Context: an optimization exercise on an open-source flow, tuned for small area. The choices shown serve that exercise and are no tape-out recipe. The RTL was checked by simulation tests, not by an equivalence proof against the original design. Power is estimated from default activity; no workload was simulated.

Design grf_dual_write, start of the top module:
module grf_dual_write #(
    parameter int unsigned DATA_W   = 32,
    parameter int unsigned ADDR_W   = 5,
    parameter int unsigned NUM_READ = 2,
    parameter bit          BYPASS   = 1'b1
) (
    input  logic                         clk,
    input  logic                         RESET,
    input  logic                         we0,
    input  logic [ADDR_W-1:0]            wa0,
    input  logic [DATA_W-1:0]            wd0,
    input  logic [31:0]                  wpc0,
    input  logic                         we1,
    input  logic [ADDR_W-1:0]            wa1,
    input  logic [DATA_W-1:0]            wd1,
    input  logic [31:0]                  wpc1,
    input  logic [NUM_READ*ADDR_W-1:0]   ra,
    output logic [NUM_READ*DATA_W-1:0]   rd,
    input  logic                         set_en,
    input  logic [ADDR_W-1:0]            set_addr,
    output logic [(1<<ADDR_W)-1:0]       busy,
    output logic [1:0]                   trc_valid,
    output logic [31:0]                  trc_pc0,
    output logic [31:0]                  trc_pc1,
    output logic [ADDR_W-1:0]            trc_addr0,
    output logic [ADDR_W-1:0]            trc_addr1,
    output logic [DATA_W-1:0]            trc_data0,
    output logic [DATA_W-1:0]            trc_data1
);
For scale: ~1200 flip-flops, about 390 I/O pins, about 48000 µm² of cells after synthesis.
==> flow/config.mk <==
export PLATFORM = sky130hd
export DESIGN_NAME = grf_dual_write
export DESIGN_NICKNAME = grf_dual_write
export VERILOG_FILES = /design/flow/design.v
export SDC_FILE = /design/flow/constraint.sdc
export NUM_CORES = 4
export LEC_CHECK = 0
export CAP_MARGIN = 20
export CELL_PAD_IN_SITES_DETAIL_PLACEMENT = 2
export CELL_PAD_IN_SITES_GLOBAL_PLACEMENT = 2
export CORE_MARGIN = 2
export CORE_UTILIZATION = 40
export PLACE_DENSITY = 0.45
export SETUP_SLACK_MARGIN = 0.4
export SLEW_MARGIN = 20
export SYNTH_HIERARCHICAL = 1
==> flow/constraint.sdc <==
create_clock -name core_clock -period 8.0 [get_ports {clk}]
set_input_delay 1.6000 -clock core_clock [delete_from_list [all_inputs] [get_ports {clk}]]
set_output_delay 1.6000 -clock core_clock [all_outputs]
set_load 0.01 [all_outputs]
standard.sh (not shown) runs the stock make flow with config.mk's settings and CLKGATE_MAP_FILE= SYNTH_SCRIPT=/design/flow/synth_recipe.tcl, a recipe that flattens the netlist after the stock synthesis.
==> flow/flow/run.sh <==
#!/bin/bash
set -o pipefail
export BUFFER_PORTS_ARGS="-buffer_cell sky130_fd_sc_hd__buf_1"
export CTS_ARGS="-sink_clustering_enable -repair_clock_nets -dont_use_dummy_load -buf_list sky130_fd_sc_hd__clkbuf_4 -sink_clustering_size 8 -sink_clustering_max_diameter 30"
export GPL_KEEP_OVERFLOW=0
bash standard.sh > standard.log 2>&1
The starting point went through all stages and came out clean.
Then changed:
==> flow/flow/run.sh (replaced) <==
#!/bin/bash
set -o pipefail
export BUFFER_PORTS_ARGS="-buffer_cell sky130_fd_sc_hd__buf_1"
export CTS_ARGS="-sink_clustering_enable -repair_clock_nets -dont_use_dummy_load -buf_list sky130_fd_sc_hd__clkbuf_4 -sink_clustering_size 8 -sink_clustering_max_diameter 50"
export GPL_KEEP_OVERFLOW=0
bash standard.sh > standard.log 2>&1
CAP_MARGIN = 15   (was 20)
CELL_PAD_IN_SITES_DETAIL_PLACEMENT = 1   (was 2)
CELL_PAD_IN_SITES_GLOBAL_PLACEMENT = 1   (was 2)
CORE_UTILIZATION = 50   (was 40)
PLACE_DENSITY = 0.55   (was 0.45)
SETUP_SLACK_MARGIN = 0.3   (was 0.4)
SLEW_MARGIN = 15   (was 20)
=> First-iteration DRC count came out higher by 12%. Power drops by 9.0%. Global-route usage increases by 4.9 points. Register-to-register slack is better by 110 ps. Wire length drops by 10%. Core utilization came out higher by 9.9 points. Combinational power shrinks by about 4%. Via count fell by 0.84%.
Then changed:
==> flow/flow/run.sh (replaced) <==
#!/bin/bash
set -o pipefail
export BUFFER_PORTS_ARGS="-buffer_cell sky130_fd_sc_hd__buf_1"
export CTS_ARGS="-sink_clustering_enable -repair_clock_nets -dont_use_dummy_load -buf_list sky130_fd_sc_hd__clkbuf_4 -sink_clustering_size 8 -sink_clustering_max_diameter 30"
export GPL_KEEP_OVERFLOW=0
bash standard.sh > standard.log 2>&1
CAP_MARGIN = 0   (was 15)
CELL_PAD_IN_SITES_DETAIL_PLACEMENT = 2   (was 1)
CELL_PAD_IN_SITES_GLOBAL_PLACEMENT = 2   (was 1)
CORE_UTILIZATION = 40   (was 50)
PLACE_DENSITY = 0.45   (was 0.55)
SETUP_SLACK_MARGIN = unset   (was 0.3)
SLEW_MARGIN = 0   (was 15)
- With this change the flow reached the layout checks and failed them: capacitance limit, slew limit, setup timing
- clock power goes up by 33%
- routed wire length rose by 12%
- total power came out higher by 9.5%
- cell count goes up by 8.2%
- die area increases by 25%
- global-route usage shrinks by 4.9 points
- combinational power went up by about 4%
Then changed:
==> flow/flow/run.sh (replaced) <==
#!/bin/bash
set -o pipefail
export BUFFER_PORTS_ARGS="-buffer_cell sky130_fd_sc_hd__buf_1"
export CTS_ARGS="-sink_clustering_enable -repair_clock_nets -dont_use_dummy_load -buf_list sky130_fd_sc_hd__clkbuf_4 -sink_clustering_size 8 -sink_clustering_max_diameter 40"
export GPL_KEEP_OVERFLOW=0
bash standard.sh > standard.log 2>&1
CAP_MARGIN = 15   (was 0)
CORE_UTILIZATION = 45   (was 40)
PLACE_DENSITY = 0.5   (was 0.45)
SETUP_SLACK_MARGIN = 0.35   (was unset)
SLEW_MARGIN = 15   (was 0)
This time the run completed without violations. Design area is lower by a few percent. Combinational power stays flat. Non-clock buffer count is higher by 7. Utilization is higher by 4.9 points. Maximum frequency is higher by a few percent.

-- separate check: timing with driven ports --
The flow's constraints put no driver on any port. The routed layouts listed below were extracted and timed again, unchanged, in two steps. Step 1 assumes that a clkbuf_16 drives the clock port and a buf_2 every other input. Step 2 moves the port delays by t, midway between the first and last clock arrival at a register: inputs arrive t later, outputs are due t later. That takes back most of the time a late clock gives input paths. a / b / c = ideal / step 1 / step 2; a / b = the first two.
run	shift t [ns]	setup WS [ns]	hold slack, ns	worst setup path after step 2	worst data-port slew with drivers (ns)
the first run	1.388	0.291 / 0.213 / 0.213	0.453 / 0.419 / 0.453	input to output	0.20
the second run	1.198	0.204 / 0.115 / 0.115	0.462 / 0.462 / 0.462	input to output	0.21
the third run	1.369	-0.094 / -0.219 / -0.219	0.454 / 0.427 / 0.454	input to output	0.23
the fourth run	1.260	0.264 / 0.194 / 0.194	0.465 / 0.465 / 0.465	input to output	0.21
For the third run, which loses most, drivers alone change the setup slack by -0.125 ns; drivers and shift together by -0.125 ns.
